Source: an optimization exercise on an open RTL-to-GDS flow (aim: small area, a short achievable clock period and few clock cycles per item). Production flows keep margins and buffers that such runs may drop.
The RTL was checked by simulation tests, not by an equivalence proof against the original design.

==> flow/design.v, too long to show whole: its modules and the start of the top module <==
// module sq8dvd_mul: 3316 lines
// module sq8dvd_deq: 936 lines
// module sq8dvd_isqrt: 29 lines
// module sq8dvd_div: 294 lines
// module sq8_dequant_vector_distance_top: 361 lines
module sq8_dequant_vector_distance_top #(
	parameter int VALUE_WIDTH   = 32,
	parameter int FRACTION_BITS = 16
) (
	input  logic         clk,
	input  logic         arst_n,
	input  logic         s_axis_tvalid,
	output logic         s_axis_tready,
	input  logic [103:0] s_axis_tdata,
	input  logic         s_axis_tlast,    
	output logic         m_axis_tvalid,
	input  logic         m_axis_tready,
	output logic [63:0]  m_axis_tdata,    
	output logic [1:0]   m_axis_tuser,    
	input  logic         cfg_valid,
	output logic         cfg_ready,
	input  logic         cfg_index,
	input  logic [2:0]   cfg_data
);
  // ...
==> flow/flow/run.sh <==
#!/bin/bash
set -euo pipefail
bash standard.sh SETUP_SLACK_MARGIN=8.8 finish > standard.log 2>&1
==> flow/standard.sh <==
#!/bin/bash
# synth_recipe.tcl (not shown) runs the flow's synth.tcl, then flattens the netlist and writes it again
# the make line also repeats each setting of config.mk as NAME=value (left out here)
make -C /OpenROAD-flow-scripts/flow DESIGN_CONFIG=/design/flow/config.mk WORK_HOME=/design/flow/orfs CLKGATE_MAP_FILE= SYNTH_SCRIPT=/design/flow/synth_recipe.tcl "${@:-finish}"
==> flow/config.mk <==
export PLATFORM = sky130hd
export DESIGN_NAME = sq8_dequant_vector_distance_top
export DESIGN_NICKNAME = sq8_dequant_vector_distance_top
export VERILOG_FILES = /design/flow/design.v
export SDC_FILE = /design/flow/constraint.sdc
export NUM_CORES = 8
export LEC_CHECK = 0
export ABC_AREA = 1
export CAP_MARGIN = 35
export CORE_MARGIN = 2
export CORE_UTILIZATION = 40
export SLEW_MARGIN = 25
==> flow/constraint.sdc <==
create_clock -name core_clock -period 13.0 [get_ports {clk}]
set_input_delay 2.6000 -clock core_clock [delete_from_list [all_inputs] [get_ports {clk}]]
set_output_delay 2.6000 -clock core_clock [all_outputs]
set_load 0.01 [all_outputs]
==> reports/summary.md, run 1 <==
By area the synthesized netlist is led by sky130_fd_sc_hd__edfxtp_1, sky130_fd_sc_hd__fa_1, sky130_fd_sc_hd__dfxtp_1, sky130_fd_sc_hd__nand2_1, sky130_fd_sc_hd__inv_1. The share of flip-flops with an asynchronous set or reset after synthesis is 0.0323, and the number of fill cells is 26,866. Global routing finished with a remaining overflow of 0. Of all nets on the critical path, the largest fanout is 5. In this run the cell area of the synthesized design comes to 108,000 um^2. Cell chosen for the clock root: sky130_fd_sc_hd__clkbuf_16. Global routing met3 resource utilization: 0.104. After clock tree synthesis, the flow added hold-fix buffers numbering 0. For the placement row count, the log shows 190. The sink of the worst hold path was p3_sat$_DFF_P_. The gate family responsible for the most delay along the worst path is adder cells. The post-synthesis sequential area ratio came out at 0.264. The tools report the number of global-route vias before repair as 102,344. The number of inverters outside the clock class in the layout is 2,519. The startpoint of the worst-slack reg-to-reg timing path was p2_a[29]$_DFF_P_. The final standard cell utilization of the core is 0.472, and the flop and latch count out of synthesis is 1,144. In this run the remaining antenna-violating nets after routing total 0. The largest register by flop count was p3_s. The number of buffers inserted by port buffering came out at 181. The run finished with no timing, DRC or antenna violations. Timing analysis after detailed placement gives a worst setup slack of 7310 ps. The number of cells upsized or downsized after cts is 989, and the flip-flop count of the largest register after layout is 66.
Testbench counts, summed over its fixed seeds: cycles 14,371, vectors 384.
==> module sq8dvd_div, before the edit <==
module sq8dvd_div (
	input  logic        clk,
	input  logic        arst_n,
	input  logic        start,       
	input  logic        m_cos,
	input  logic        m_dotn,
	input  logic        m_eu,
	input  logic        m_man,
	input  logic        m_bad,
	input  logic [63:0] sum_a,       
	input  logic [63:0] sum_b,       
	input  logic [63:0] sum_c,       
	input  logic        vsat,
	input  logic        den_v,       
	input  logic [63:0] den,
	output logic        mreq,        
	output logic        mreq_next,
	output logic [31:0] mreq_a,
	output logic [31:0] mreq_b,
	output logic        ok_next,     
	input  logic        out_ready,
	output logic        out_valid,
	output logic [63:0] out_data,
	output logic [1:0]  out_stat
);
	localparam logic [63:0] ACC_MAX = sq8dvd_pkg::ACC_MAX;
	localparam logic [63:0] ACC_MIN = sq8dvd_pkg::ACC_MIN;
	localparam int S_IDLE = 0;
	localparam int S_SQ   = 1;    
	localparam int S_SQE  = 2;    
	localparam int S_MUL1 = 3;    
	localparam int S_MUL2 = 4;    
	localparam int S_DIV  = 5;    
	localparam int S_PL   = 6;    
	localparam int S_PS   = 7;    
	localparam int S_DONE = 8;    
	localparam int NS     = 9;
	localparam logic [3:0] R_F   = 4'd0;    
	localparam logic [3:0] R_X   = 4'd1;    
	localparam logic [3:0] R_XS  = 4'd2;    
	localparam logic [3:0] R_EU  = 4'd3;    
	localparam logic [3:0] R_CN  = 4'd4;    
	localparam logic [3:0] R_DP  = 4'd5;    
	localparam logic [3:0] R_C0  = 4'd6;    
	localparam logic [3:0] R_C2  = 4'd7;    
	localparam logic [3:0] R_MAX = 4'd8;
	localparam logic [3:0] R_MIN = 4'd9;
	logic [NS-1:0] st, st_d;
	logic [63:0] f_r, f_x, f_d, f_h, f_m;
	logic [6:0]  f_cnt, cnt_d;
	logic        c_1, c_2, c_8, c_ge2, c_ge8, c_le2, c_le3, c_le4;
	logic [7:0]  fl_d, fl_m1, fl_m2, fl_m8;
	function automatic logic [7:0] cflags(input logic [6:0] v);
		cflags = {v == 7'd1, v == 7'd2, v == 7'd8, v >= 7'd2, v >= 7'd8, v <= 7'd2, v <= 7'd3,
			v <= 7'd4};
	endfunction
	assign fl_m1 = cflags(f_cnt - 7'd1);
	assign fl_m2 = cflags(f_cnt - 7'd2);
	assign fl_m8 = cflags(f_cnt - 7'd8);
	logic        f_neg, f_sat, f_sq1, f_chk;
	logic [1:0]  f_stat;
	logic [3:0]  f_rsel;
	assign mreq      = st[S_MUL1];
	assign mreq_next = st_d[S_MUL1];
	assign mreq_a = f_h[31:0];
	assign mreq_b = f_d[31:0];
	logic [33:0] sq_r;
	logic [1:0]  sq_b;
	logic        sq_skip, sq_last;
	logic [6:0] dv_q;
	sq8dvd_isqrt u_sq (
		.dv  ({1'b0, dv_q[6], !dv_q[5], dv_q[4], !dv_q[3], dv_q[2], !dv_q[1], dv_q[0]}),
		.r   (f_r[33:0]),
		.x   (f_x[63:60]),
		.q   (f_d[31:0]),
		.r_n (sq_r),
		.q_n (sq_b)
	);
	assign sq_skip = (f_d[31:0] == 32'd0) && (f_x[63:56] == 8'd0) && c_ge2;
	assign sq_last = sq_skip ? c_2 : c_1;
	logic [64:0] sb_t;
	logic [65:0] sb_d;
	logic        sb_ge;
	assign sb_t  = {f_r, f_x[63]};
	assign sb_d  = {1'b0, sb_t} - {2'b0, f_d};
	assign sb_ge = !sb_d[65];
	logic [15:0] r_zero, d_big;
	logic        dv_skip, dv_last, dv_stop;
	always_comb begin
		r_zero[15] = (f_r[63:60] == 4'd0);
		d_big[15]  = (f_d[63:60] != 4'd0);
		for (int j = 14; j >= 0; j--) begin
			r_zero[j] = r_zero[j+1] && (f_r[4*j +: 4] == 4'd0);
			d_big[j]  = d_big[j+1] || (f_d[4*j +: 4] != 4'd0);
		end
		dv_skip = 1'b0;
		for (int j = 0; j <= 13; j++) dv_skip = dv_skip || (r_zero[j] && d_big[j+2]);
		dv_skip = dv_skip && c_ge8;
	end
	logic dv_r4;
	assign dv_r4   = m_dotn && !f_chk && c_ge2;    
	assign dv_last = dv_skip ? c_8 : (dv_r4 ? c_2 : c_1);
	assign dv_stop = f_chk && !dv_skip && sb_ge;    
	logic [63:0] mag_a;
	assign mag_a = sum_a[63] ? (64'd0 - sum_a) : sum_a;
	always_comb begin
		st_d  = '0;
		cnt_d = f_cnt;
		fl_d  = {c_1, c_2, c_8, c_ge2, c_ge8, c_le2, c_le3, c_le4};
		if (st[S_IDLE]) begin
			if (start) begin
				if (m_cos || m_dotn || m_eu) st_d[S_SQ] = 1'b1;
				else st_d[S_DONE] = 1'b1;
				cnt_d = 7'd16;
				fl_d  = cflags(7'd16);
			end else st_d[S_IDLE] = 1'b1;
		end
		if (st[S_SQ]) begin
			cnt_d = f_cnt - (sq_skip ? 7'd2 : 7'd1);
			fl_d  = sq_skip ? fl_m2 : fl_m1;
			if (sq_last) st_d[S_SQE] = 1'b1;
			else st_d[S_SQ] = 1'b1;
		end
		if (st[S_SQE]) begin
			if (m_cos && f_sq1) begin
				st_d[S_SQ] = 1'b1;
				cnt_d = 7'd16;
				fl_d  = cflags(7'd16);
			end else if (m_cos) begin
				if (f_d[31:0] == 32'd0 || f_h[31:0] == 32'd0) st_d[S_DONE] = 1'b1;
				else st_d[S_MUL1] = 1'b1;
			end else if (m_dotn) begin
				if (f_d[31:0] == 32'd0) st_d[S_DONE] = 1'b1;
				else st_d[S_DIV] = 1'b1;
				cnt_d = 7'd64;
				fl_d  = cflags(7'd64);
			end else st_d[S_DONE] = 1'b1;
		end
		if (st[S_MUL1]) st_d[S_MUL2] = 1'b1;
		if (st[S_MUL2]) begin
			if (den_v) begin
				st_d[S_DIV] = 1'b1;
				cnt_d = 7'd33;
				fl_d  = cflags(7'd33);
			end else st_d[S_MUL2] = 1'b1;
		end
		if (st[S_DIV]) begin
			cnt_d = f_cnt - (dv_skip ? 7'd8 : (dv_r4 ? 7'd2 : 7'd1));
			fl_d  = dv_skip ? fl_m8 : (dv_r4 ? fl_m2 : fl_m1);
			if (dv_stop) st_d[S_DONE] = 1'b1;
			else if (dv_last) begin
				if (m_cos ? !f_neg : f_neg) st_d[S_PL] = 1'b1;
				else st_d[S_DONE] = 1'b1;
			end else st_d[S_DIV] = 1'b1;
		end
		if (st[S_PL]) st_d[S_PS] = 1'b1;
		if (st[S_PS]) st_d[S_DONE] = 1'b1;
		if (st[S_DONE]) begin
			if (out_valid) st_d[S_DONE] = 1'b1;
			else st_d[S_IDLE] = 1'b1;
		end
	end
	assign ok_next = (st[S_IDLE] && !start) || (!out_valid && (st[S_DONE] || st[S_PS] || st[S_PL] ||
		(st[S_DIV] && (m_cos ? c_le3 : c_le4)) || (m_eu && (st[S_SQE] || (st[S_SQ] && c_le2)))));
	always_ff @(posedge clk or negedge arst_n) begin
		if (!arst_n) begin
			st        <= NS'(1) << S_IDLE;
			out_valid <= 1'b0;
		end else begin
			st <= st_d;
			if (st[S_DONE] && !out_valid) out_valid <= 1'b1;
			else if (out_ready) out_valid <= 1'b0;
		end
	end
	always_ff @(posedge clk) begin
		dv_q[0] <= st_d[S_DIV];
		dv_q[1] <= !st_d[S_DIV];
		dv_q[2] <= st_d[S_DIV] && m_dotn;
		dv_q[3] <= !(st_d[S_DIV] && m_dotn);
		dv_q[4] <= st_d[S_DIV] && !m_cos;
		dv_q[5] <= !(st_d[S_DIV] && !m_cos);
		dv_q[6] <= st_d[S_DIV] && !m_eu;
		f_cnt <= cnt_d;
		{c_1, c_2, c_8, c_ge2, c_ge8, c_le2, c_le3, c_le4} <= fl_d;
		if (st[S_IDLE] && start) begin
			f_neg  <= sum_a[63];
			f_m    <= mag_a;
			f_sat  <= vsat;
			f_r    <= 64'd0;
			f_d    <= 64'd0;
			f_sq1  <= m_cos;
			f_x    <= (m_cos || m_dotn) ? sum_b : sum_a;
			f_h    <= sum_c;
			f_stat <= vsat ? sq8dvd_pkg::STAT_SAT : sq8dvd_pkg::STAT_OK;
			f_rsel <= R_X;
			if (m_bad) begin
				f_stat <= sq8dvd_pkg::STAT_BADMET;
				f_rsel <= R_C0;
			end else if (m_man) begin
				if (sum_a[63:47] != 17'd0) begin
					f_rsel <= R_MAX;
					f_stat <= sq8dvd_pkg::STAT_SAT;
				end else begin
					f_rsel <= R_XS;
				end
			end
		end
		if (st[S_SQ]) begin
			if (sq_skip) begin
				f_x <= {f_x[55:0], 8'd0};
			end else begin
				f_r <= {30'd0, sq_r};
				f_d <= {32'd0, f_d[29:0], sq_b};
				f_x <= {f_x[59:0], 4'd0};
			end
		end
		if (st[S_SQE]) begin
			if (m_cos && f_sq1) begin
				f_x   <= f_h;
				f_h   <= {32'd0, f_d[31:0]};
				f_r   <= 64'd0;
				f_d   <= 64'd0;
				f_sq1 <= 1'b0;
			end else if (m_cos) begin
				if (f_d[31:0] == 32'd0 || f_h[31:0] == 32'd0) begin
					f_rsel <= R_C0;
					f_stat <= sq8dvd_pkg::STAT_ZERONORM;
				end
			end else if (m_dotn) begin
				if (f_d[31:0] == 32'd0) begin
					f_rsel <= R_C0;
					f_stat <= sq8dvd_pkg::STAT_ZERONORM;
				end
				f_r   <= {48'd0, f_m[63:48]};
				f_x   <= {f_m[47:0], 16'd0};
				f_chk <= 1'b1;
			end else begin
				f_rsel <= R_EU;
			end
		end
		if (st[S_MUL2] && den_v) begin
			f_d   <= den;
			f_r   <= {1'b0, f_m[63:1]};
			f_x   <= {f_m[0], 63'd0};
			f_chk <= 1'b1;
		end
		if (st[S_DIV]) begin
			f_chk <= 1'b0;
			if (dv_skip) begin
				f_r <= {f_r[55:0], f_x[63:56]};
				f_x <= {f_x[55:0], 8'd0};
			end else if (dv_r4) begin
				f_r <= {30'd0, sq_r};
				f_x <= {f_x[61:0], sq_b};
			end else begin
				f_r <= sb_ge ? sb_d[63:0] : sb_t[63:0];
				f_x <= {f_x[62:0], sb_ge};
			end
			if (dv_stop) begin
				if (m_cos) begin
					f_rsel <= f_neg ? R_C2 : R_C0;
				end else begin
					f_rsel <= f_neg ? R_MIN : R_MAX;
					f_stat <= sq8dvd_pkg::STAT_SAT;
				end
			end else if (m_cos) begin
				f_rsel <= f_neg ? R_CN : R_F;
			end else begin
				f_rsel <= f_neg ? R_F : R_DP;
			end
		end
		if (st[S_PL]) begin
			f_r <= {32'd0, m_cos, 31'd0};
			f_d <= m_cos ? {32'd0, f_x[31:0]} : {1'b0, f_x[62:0]};
			f_x <= 64'd0;
		end
		if (st[S_PS]) f_r <= sb_d[63:0];
		if (st[S_DONE] && !out_valid) begin
			out_stat <= f_stat;
			case (f_rsel)
				R_F:     out_data <= f_r;
				R_X:     out_data <= f_x;
				R_XS:    out_data <= {f_x[47:0], 16'd0};
				R_EU:    out_data <= {16'd0, f_d[31:0], 16'd0};
				R_CN:    out_data <= {31'd0, 1'b1, f_x[31:0]};
				R_DP:    out_data <= {1'b0, f_x[62:0]};
				R_C2:    out_data <= 64'h2_0000_0000;
				R_MAX:   out_data <= ACC_MAX;
				R_MIN:   out_data <= ACC_MIN;
				default: out_data <= 64'd0;
			endcase
		end
	end
endmodule
==> run 2, diff against run 1 <==
--- a/flow/design.v
+++ b/flow/design.v
@@ -4343,7 +4343,7 @@
 	logic [6:0]  f_cnt, cnt_d;
-	logic        c_1, c_2, c_8, c_ge2, c_ge8, c_le2, c_le3, c_le4;
-	logic [7:0]  fl_d, fl_m1, fl_m2, fl_m8;
-	function automatic logic [7:0] cflags(input logic [6:0] v);
+	logic        c_1, c_2, c_8, c_ge2, c_ge8, c_le2, c_le3, c_le4, c_le5, c_le8;
+	logic [9:0]  fl_d, fl_m1, fl_m2, fl_m8;
+	function automatic logic [9:0] cflags(input logic [6:0] v);
 		cflags = {v == 7'd1, v == 7'd2, v == 7'd8, v >= 7'd2, v >= 7'd8, v <= 7'd2, v <= 7'd3,
-			v <= 7'd4};
+			v <= 7'd4, v <= 7'd5, v <= 7'd8};
 	endfunction
@@ -4401,3 +4401,3 @@
 		cnt_d = f_cnt;
-		fl_d  = {c_1, c_2, c_8, c_ge2, c_ge8, c_le2, c_le3, c_le4};
+		fl_d  = {c_1, c_2, c_8, c_ge2, c_ge8, c_le2, c_le3, c_le4, c_le5, c_le8};
 		if (st[S_IDLE]) begin
@@ -4456,3 +4456,3 @@
 	assign ok_next = (st[S_IDLE] && !start) || (!out_valid && (st[S_DONE] || st[S_PS] || st[S_PL] ||
-		(st[S_DIV] && (m_cos ? c_le3 : c_le4)) || (m_eu && (st[S_SQE] || (st[S_SQ] && c_le2)))));
+		(st[S_DIV] && (m_cos ? (f_neg ? c_le5 : c_le3) : (f_neg ? c_le4 : c_le8))) || (m_eu && (st[S_SQE] || (st[S_SQ] && c_le2)))));
 	always_ff @(posedge clk or negedge arst_n) begin
@@ -4476,3 +4476,3 @@
 		f_cnt <= cnt_d;
-		{c_1, c_2, c_8, c_ge2, c_ge8, c_le2, c_le3, c_le4} <= fl_d;
+		{c_1, c_2, c_8, c_ge2, c_ge8, c_le2, c_le3, c_le4, c_le5, c_le8} <= fl_d;
 		if (st[S_IDLE] && start) begin
==> run 2 against run 1 <==
Still clean. Die area grew 1.5%. Global-route usage rose by 2.2 points. Synthesized cell count up 2.9%. Routed wire length up 7.7%.
==> reports/summary.md, run 2 <==
Static timing analysis puts the maximum clock frequency at 227 MHz. For the number of global-route vias before repair, the log shows 105,440 (+3.0%). The first global-routing pass estimated 783,000 um of wire. The total global routing overflow was 0 (unchanged).

Before antenna repair, the detailed router went through 10 iterations. The worst setup path is launched from a flop. The largest register by flop count was p3_s. The detailed-route vias per instance was 5.97.

In this design, the stage delay of the slowest critical-path cell is 630 ps. The tools report the aggregate negative setup slack as 0 ps. The worst hold margin came out at 327 ps. From left edge to right edge, the die measures 528 um.

The synthesized cell area is 110,000 um^2 (+1.5%), and the highest fanout seen on the critical path is 15 (+10). Leading cell type by number of instances after synthesis: sky130_fd_sc_hd__nand2_1. The post-synthesis sequential area ratio is 0.261 (-0.00357). From synthesis to final layout, the design area changed by 16.5%.

The number of buffers inserted by port buffering was 181 (unchanged); the detailed-route via count was 111,354. The tools report the number of fill cells as 27,519 (+2.4%). The flow ran to the end and the layout has no timing, DRC or antenna violations.

CTS built an H-tree with a depth of 4. The final instance count without filler cells was 18,639. The number of distinct library cell variants in the gate-level netlist after synthesis is 81. The worst register-to-register path begins at p2_a[26]$_DFF_P_. The wire length reported by the detailed router came out at 561,000 um.

The relative slew slack was 0.245. In the synthesized netlist the dominant register cell turns out to be sky130_fd_sc_hd__dfxtp_1. The worst setup slack after placement is 6730 ps (-580 ps). The HPWL reported at the end of detailed placement was 418,000 um. The total placed cells including tap cells is 18,048, and the total die area is 278,000 um^2.

The synthesized design spends more area on one cell type than any other, namely sky130_fd_sc_hd__edfxtp_1. In the layout the commonest cells are sky130_fd_sc_hd__nand2_1, sky130_fd_sc_hd__inv_1, sky130_fd_sc_hd__o21ai_0. The number of placed I/O pins is 183, and the flip-flop count of the largest register after layout is 66 (unchanged).

The clock reaches the later pin of the worst-skew pair after 890 ps. For the maximum number of pins on one net before global-route repair, the log shows 125. The number of clock sinks seen by CTS is 1,146. Setup repair after global routing could not meet its margin everywhere. The register clock-pin slew on the reported worst setup and hold paths was 60 ps. The library cell used most frequently in the layout, excluding fill and tap cells, is sky130_fd_sc_hd__nand2_1. The run gives 97.6 ps as the final setup skew.

For this design, the slowest cell found on the critical path is sky130_fd_sc_hd__fa_2. The number of slew-limit violations in the final report is 0, and the floorplan die height is 528 um. The worst setup path is captured at a flop. The run gives 16,199 as the number of nets in the synthesized netlist. The run gives 0.387 as the aggregate global-route resource usage.

At the end of routability-driven placement, the weighted congestion stood at 1.10. Yosys printed 2 warnings. After technology mapping, the gate count stands at 14,865. Ranked by instance count, the synthesized netlist is headed by sky130_fd_sc_hd__nand2_1, sky130_fd_sc_hd__inv_1, sky130_fd_sc_hd__o21ai_0. TritonCTS built the clock tree. The remaining antenna violation count is 0 (unchanged). The run gives 15,879 as the count of routing violations after the opening detailed-route iteration.

The multi-input combinational cells in the finished layout cover a total of 71,700 um^2. Flop and latch count out of synthesis: 1,146 (+0.17%).

In the final routed layout, each cell accounts on average for 30.1 um. After detailed routing, the number of remaining DRC violations is 0. The run gives 16,249 as the total number of nets in the final design. The placement row count was 192 (+1.1%). The average instance area after synthesis works out to 7.38 um^2. The type of the worst setup path was flop to flop. Setup violations remaining at the end of the flow were counted as 0. The clock passes through at most 4 buffers. For the worst setup path, the data required time is 13,740 ps.

Data arrives at the worst endpoint at 5150 ps. The starting density of the core is 0.401. The share of the clock period used by the worst path after layout is 0.339, and the register cell area after layout is 28,900 um^2.

In this run the worst setup path begins at p2_a[26]$_DFF_P_. The share of flip-flops with an asynchronous set or reset after synthesis is 0.0323 (-0.0000564), and the share of the synthesized area in the top cell type is 0.149. The tool flagged a number of max-cap violations equal to 0. Setup slack on the critical path of the routed design comes to 8590 ps. The slew at the pin closest to its max-slew limit is 1130 ps, and the core footprint is 273,000 um^2. The synthesized design contains 545 enable-type register cells. For the CTS buffer count, the log shows 149. The worst hold path begins at p2_sat$_DFF_P_. The cell chosen for the clock root is sky130_fd_sc_hd__clkbuf_16. The final count of hold timing violations came out at 0.

For the finished layout, the period the worst path requires is 4410 ps. The tools report the number of antenna violations at the first check in global routing as 51. In this run the worst hold path is classified as flop to flop. The fraction of layout cells with a size suffix above 1 is 0.130. Traced cell by cell, the critical path runs through clkinvlp_4 -> buf_12 -> buf_4 -> o22ai_2 -> xor2_1 -> fa_1 -> inv_1 -> fa_1 -> inv_2 -> fa_2 -> inv_1 -> fa_2 -> fa_1 -> inv_1 -> fa_2. Yosys attributes the largest share of cell area to sky130_fd_sc_hd__edfxtp_1, sky130_fd_sc_hd__fa_1, sky130_fd_sc_hd__nand2_1, sky130_fd_sc_hd__dfxtp_1, sky130_fd_sc_hd__inv_1.
## run 2: cell count changes after synthesis, sizes merged, moves of 27 or more
cell    change
a211oi     +35
a21oi      +84
a221oi     -56
a31oi      -52
nand2     +309
nand3      +64
nor2       +58
o211ai     +32
o21ai     -115
o221ai     -27
o22ai      +31
## run 2: cell families (layout without fill, tap and decap cells)
| kind of cell | count (synthesis) | in the layout | synth area share |
|---|---|---|---|
| AO/OA/AOI/OAI | 3268 | 3268 | 0.170 |
| XOR/XNOR | 827 | 827 | 0.0660 |
| adder cells (fa/ha/maj) | 1220 | 1220 | 0.195 |
| buffers and inverters | 3363 | 3522 | 0.118 |
| flip-flops | 1146 | 1146 | 0.261 |
| multiplexers | 8 | 8 | 0.000799 |
| other | 1 | 24 | 0.0000342 |
| AND/OR/NAND/NOR | 5032 | 5035 | 0.190 |
## run 2: critical path, delay by kind of cell (launching register included)
kind                       cells  cell delay [ps]
DFF                            1              370
adders and majority gates      6             3020
xor gates and xnor gates       1              110
buffers and inverters          7              630
AOI/OAI and AO/OA              1              120
## run 2: path summary, 6_finish.rpt
check | end | slack, ps | cells past startpoint
worst max-delay path | p3_c[30]$_DFF_P_ | 8590 | 15
worst min-delay path | p3_sat$_DFF_P_ | 330 | 0
min in group asynchronous | metric_q[1]$_DFF_PN0_ | 1640 | 1
max in group asynchronous | u_fin.st[0]$_DFF_PN1_ | 10830 | 2
worst max register to register | p3_c[30]$_DFF_P_ | 8590 | 15
worst min register to register | p3_sat$_DFF_P_ | 330 | 0
## run 2: routing by layer
layer | up-vias | share of wire | track usage
met3 | 1884 | 0.12 | 0.0949
met5 | - | 0.00078 | 0
met1 | 53415 | 0.39 | 0.505
li1 | 48440 | - | -
met4 | 40 | 0.075 | 0.217
met2 | 7575 | 0.42 | 0.584
## run 2: final cells by class
class	instances	area share
tap	3589	0.0351
clock inverter	69	0.00577
sequential	1146	0.226
timing repair buffer	732	0.0624
timing repair inverter	2	0.000117
multi-input combinational	10359	0.561
inverter	2525	0.0774
antenna	23	0.000450
clock buffer	194	0.0321
## run 2: through the flow
step | util | area (um^2)
finish | 0.468 | 128000
global route | 0.468 | 128000
CTS | 0.457 | 125000
detailed placement | 0.422 | 115000
global placement | 0.421 | 115000
floorplan | - | 111000
## run 2: repair_timing
action | in CTS | in global routing
gates cloned | 39 | 14
endpoints found under the setup margin | 540 | 331
hold buffers | 0 | 0
buffers inserted | 160 | 88
resized for setup | 1012 | 563
pin swaps | 160 | 199
Testbench counts of run 2, summed over its fixed seeds: cycles 14,319, vectors 384.

-- separate check: timing with driven ports --
The flow's constraints put no driver on any port. The routed layouts listed below were extracted and timed again, unchanged, in two steps.
Step 1 sets driving cells, clkbuf_16 on the clock port and buf_2 on the other inputs (assumed; they add their load-dependent delay and slew).
Step 2 times the ports against the registers' clock, not the clock port: input delays grow and output delays shrink by t, the midpoint of the rising clock arrivals with the driver on.
Three values: ideal ports, drivers, drivers and shift; two values: the first two.
run	shift t [ns]	slack for setup (ns)	worst setup path after step 2	worst data-port slew with drivers (ns)
run 1	0.944	8.635 / 8.635 / 7.799	input to register	0.09
run 2	0.955	8.593 / 8.593 / 7.786	input to register	0.13
After both steps setup and hold are still met in every run listed. For run 1, which loses most, drivers alone change the setup slack by 0.000 ns; drivers and shift together by -0.836 ns.
